Context: an optimization exercise on an open-source flow, tuned for small area, a short achievable clock period and few clock cycles per item. The choices shown serve that exercise and are no tape-out recipe.
In this exercise RTL edits were held to simulation tests only and were not proved equivalent to the original.

==> flow/design.v (excerpt) <==
module exec_top (
    input  logic        clk_i,
    input  logic        reset_i,
    input  logic        issue_valid_i,
    input  logic [3:0]  issue_tag_i,
    input  logic [1:0]  issue_fu_i,
    input  logic [2:0]  issue_op_i,
    input  logic [31:0] issue_vj_i,
    input  logic [31:0] issue_vk_i,
    output logic        issue_ready_o,
    output logic        cdb_valid_o,
    output logic [3:0]  cdb_tag_o,
    output logic [31:0] cdb_value_o,
    output logic        cdb_taken_o
);
For scale: about 4500 cells after synthesis, roughly 120 I/O pins, about 32000 µm² of cells after synthesis.
==> module booth_mult, before the edit <==
module booth_mult (
    input  logic        clk_i,
    input  logic        reset_i,
    input  logic        start_i,   
    input  logic [31:0] a_i,
    input  logic [31:0] b_i,
    input  logic [3:0]  tag_i,
    input  logic        hi_i,      
    input  logic        grant_i,
    output logic        free_o,    
    output logic        valid_o,
    output logic [3:0]  tag_o,
    output logic [31:0] value_o
);
    logic        busy_q;
    logic        done_q;
    logic [1:0]  cnt_q;
    logic [1:0]  last_q;    
    logic [31:0] mcand_q;
    logic [31:0] mplr_q;    
    logic [3:0]  one_q;     
    logic [3:0]  two_q;
    logic [3:0]  neg_q;
    logic [33:0] acc_q;     
    logic [3:0]  tag_q;
    logic        hi_q;
    logic [41:0] sum;
    function automatic void booth(input logic [8:0] bits, output logic [3:0] one,
                                  output logic [3:0] two, output logic [3:0] neg);
        for (int j = 0; j < 4; j++) begin
            logic [2:0] d;
            d      = bits[2*j +: 3];
            neg[j] = d[2] & ~(d[1] & d[0]);
            one[j] = d[1] ^ d[0];
            two[j] = (d[2] & ~d[1] & ~d[0]) | (~d[2] & d[1] & d[0]);
        end
    endfunction
    logic [3:0] one_ld, two_ld, neg_ld, one_nx, two_nx, neg_nx;
    function automatic logic [1:0] steps(input logic [31:0] x);
        if (x[31:7] == '0 || x[31:7] == '1)        steps = 2'd0;
        else if (x[31:15] == '0 || x[31:15] == '1) steps = 2'd1;
        else if (x[31:23] == '0 || x[31:23] == '1) steps = 2'd2;
        else                                       steps = 2'd3;
    endfunction
    logic [1:0]  sa, sb;
    logic        swap;
    logic [31:0] mcand_ld, mplr_ld;
    assign sa       = steps(a_i);
    assign sb       = steps(b_i);
    assign swap     = (sa < sb);
    assign mcand_ld = swap ? b_i : a_i;
    assign mplr_ld  = swap ? a_i : b_i;
    always_comb begin
        booth({mplr_ld[7:0], 1'b0}, one_ld, two_ld, neg_ld);
        booth(mplr_q[15:7], one_nx, two_nx, neg_nx);
    end
    logic [41:0] row [6];
    logic [41:0] a1, b1, a2, b2, a3, b3, a4, b4;
    logic [42:0] total;
    always_comb begin
        for (int j = 0; j < 4; j++) begin
            logic [33:0] pp;
            pp  = ({34{one_q[j]}} & {{2{mcand_q[31]}}, mcand_q}) |
                  ({34{two_q[j]}} & {mcand_q[31], mcand_q, 1'b0});
            pp  = pp ^ {34{neg_q[j]}};
            row[j] = {{8{pp[33]}}, pp} << (2*j);
        end
        row[1][0] = neg_q[0];
        row[2][2] = neg_q[1];
        row[3][4] = neg_q[2];
        row[4] = {{8{acc_q[33]}}, acc_q};
        row[5] = 42'(neg_q[3]) << 6;
        {a1, b1} = exec_pkg::csa(row[0], row[1], row[4]);
        {a2, b2} = exec_pkg::csa(row[2], row[3], row[5]);
        {a3, b3} = exec_pkg::csa(a1, b1, a2);
        {a4, b4} = exec_pkg::csa(a3, b3, b2);
        total = exec_pkg::add(a4, b4, 1'b0, 42);
        sum   = total[41:0];
    end
    always_ff @(posedge clk_i or posedge reset_i) begin
        if (reset_i) begin
            busy_q <= 1'b0;
            done_q <= 1'b0;
        end else if (start_i) begin
            busy_q <= 1'b1;
            done_q <= 1'b0;
        end else if (busy_q) begin
            if (cnt_q == last_q) begin
                busy_q <= 1'b0;
                done_q <= 1'b1;
            end
        end else if (grant_i) begin
            done_q <= 1'b0;
        end
    end
    always_ff @(posedge clk_i) begin
        if (start_i) begin
            mcand_q <= mcand_ld;
            mplr_q  <= mplr_ld;
            last_q  <= swap ? sa : sb;
            one_q   <= one_ld;
            two_q   <= two_ld;
            neg_q   <= neg_ld;
            acc_q   <= '0;
            cnt_q   <= '0;
            tag_q   <= tag_i;
            hi_q    <= hi_i;
        end else if (busy_q) begin
            acc_q  <= sum[41:8];
            mplr_q <= {sum[7:0], mplr_q[31:8]};
            one_q  <= one_nx;
            two_q  <= two_nx;
            neg_q  <= neg_nx;
            cnt_q  <= cnt_q + 2'd1;
        end
    end
    assign free_o  = ~busy_q & (~done_q | grant_i);
    assign valid_o = done_q;
    assign tag_o   = tag_q;
    logic [95:0] prod_w;
    logic [63:0] prod;
    assign prod_w  = {{30{acc_q[33]}}, acc_q, mplr_q};
    assign prod    = 64'(prod_w >> {(2'd3 - last_q), 3'b000});
    assign value_o = hi_q ? prod[63:32] : prod[31:0];
endmodule
==> module cdb_arbiter, before the edit <==
module cdb_arbiter (
    input  logic        clk_i,
    input  logic        reset_i,
    input  logic        alu_valid_i,
    input  logic [3:0]  alu_tag_i,
    input  logic [31:0] alu_value_i,
    input  logic        alu_taken_i,
    input  logic        mul_valid_i,
    input  logic [3:0]  mul_tag_i,
    input  logic [31:0] mul_value_i,
    input  logic        div_valid_i,
    input  logic [3:0]  div_tag_i,
    input  logic [31:0] div_value_i,
    output logic        mul_grant_o,
    output logic        div_grant_o,
    output logic        cdb_valid_o,
    output logic [3:0]  cdb_tag_o,
    output logic [31:0] cdb_value_o,
    output logic        cdb_taken_o
);
    assign mul_grant_o = ~alu_valid_i & mul_valid_i;
    assign div_grant_o = ~alu_valid_i & ~mul_valid_i & div_valid_i;
    always_ff @(posedge clk_i or posedge reset_i) begin
        if (reset_i) cdb_valid_o <= 1'b0;
        else         cdb_valid_o <= alu_valid_i | mul_valid_i | div_valid_i;
    end
    always_ff @(posedge clk_i) begin
        cdb_tag_o   <= alu_valid_i ? alu_tag_i   : mul_valid_i ? mul_tag_i   : div_tag_i;
        cdb_value_o <= alu_valid_i ? alu_value_i : mul_valid_i ? mul_value_i : div_value_i;
        cdb_taken_o <= alu_valid_i & alu_taken_i;
    end
endmodule
==> flow/config.mk <==
export PLATFORM = sky130hd
export DESIGN_NAME = exec_top
export DESIGN_NICKNAME = exec_top
export VERILOG_FILES = /design/flow/design.v
export SDC_FILE = /design/flow/constraint.sdc
export NUM_CORES = 4
export LEC_CHECK = 0
export ABC_AREA = 1
export CAP_MARGIN = 20
export CORE_MARGIN = 2
export CORE_UTILIZATION = 40
export SETUP_SLACK_MARGIN = 1.0
export SLEW_MARGIN = 20
==> flow/constraint.sdc <==
create_clock -name core_clock -period 5.5 [get_ports {clk_i}]
set_input_delay 1.1000 -clock core_clock [delete_from_list [all_inputs] [get_ports {clk_i}]]
set_output_delay 1.1000 -clock core_clock [all_outputs]
set_load 0.01 [all_outputs]
run.sh (not shown) runs the stock make flow with config.mk's settings and CLKGATE_MAP_FILE= SYNTH_SCRIPT=/design/flow/synth_recipe.tcl, a recipe that flattens the netlist after the stock synthesis.
Testbench counts at the start, summed over its fixed seeds: cycles 4,437, items 3,200.
Change:
--- a/flow/design.v
+++ b/flow/design.v
@@ -127,4 +127,5 @@
         booth(mplr_q[15:7], one_nx, two_nx, neg_nx);
     end
+    localparam logic [41:0] KOFF = 42'd426 << 33;
     logic [41:0] row [6];
     logic [41:0] a1, b1, a2, b2, a3, b3, a4, b4;
@@ -136,10 +137,11 @@
                   ({34{two_q[j]}} & {mcand_q[31], mcand_q, 1'b0});
             pp  = pp ^ {34{neg_q[j]}};
-            row[j] = {{8{pp[33]}}, pp} << (2*j);
+            row[j] = 42'({~pp[33], pp[32:0]}) << (2*j);
         end
+        row[0] = row[0] | KOFF;
         row[1][0] = neg_q[0];
         row[2][2] = neg_q[1];
         row[3][4] = neg_q[2];
-        row[4] = {{8{acc_q[33]}}, acc_q};
+        row[4] = 42'({~acc_q[33], acc_q[32:0]});
         row[5] = 42'(neg_q[3]) << 6;
         {a1, b1} = exec_pkg::csa(row[0], row[1], row[4]);
@@ -341,6 +343,6 @@
     output logic        cdb_taken_o
 );
-    assign mul_grant_o = ~alu_valid_i & mul_valid_i;
-    assign div_grant_o = ~alu_valid_i & ~mul_valid_i & div_valid_i;
+    assign div_grant_o = ~alu_valid_i & div_valid_i;
+    assign mul_grant_o = ~alu_valid_i & ~div_valid_i & mul_valid_i;
     always_ff @(posedge clk_i or posedge reset_i) begin
         if (reset_i) cdb_valid_o <= 1'b0;
@@ -348,6 +350,6 @@
     end
     always_ff @(posedge clk_i) begin
-        cdb_tag_o   <= alu_valid_i ? alu_tag_i   : mul_valid_i ? mul_tag_i   : div_tag_i;
-        cdb_value_o <= alu_valid_i ? alu_value_i : mul_valid_i ? mul_value_i : div_value_i;
+        cdb_tag_o   <= alu_valid_i ? alu_tag_i   : div_valid_i ? div_tag_i   : mul_tag_i;
+        cdb_value_o <= alu_valid_i ? alu_value_i : div_valid_i ? div_value_i : mul_value_i;
         cdb_taken_o <= alu_valid_i & alu_taken_i;
     end
=> Critical path depth rises by 2. Via count falls by 2.2%. Core utilization falls by 0.63 points. Hold slack loses 0.014 ns. Global-route usage falls by 0.24 points. Routed wire length falls by 2.0%. Cell area falls by 1.5%. Synthesized cell count stays flat. First-iteration DRC count falls by 19%.
Testbench counts after the change, summed over its fixed seeds: cycles 4,415, items 3,200.

## static timing again, ports no longer ideal
Ports are ideal in the flow. The routed layouts listed here were re-timed in OpenROAD. Step 1: set_driving_cell puts a clkbuf_16 on clk_i and a buf_2 on each other input, an assumption about the parent block. Step 2 adds t to the input delays and takes it off the output delays; t is the mean of the earliest and latest rising clock arrival at the registers after step 1. Input paths then give back, and output paths get back, about the clock's delay inside the block. Three values: ideal, step 1, step 2; two values: the first two.
run | shift t [ns] | slack for setup (ns) | worst slew at a driven data input, ns
the first run | 0.620 | 0.585 / 0.585 / 0.545 | 0.12
the second run | 0.635 | 0.555 / 0.555 / 0.555 | 0.14
After both steps every run listed still meets setup and hold. For the first run, which loses most, drivers alone change the setup slack by 0.000 ns; drivers and shift together by -0.040 ns.
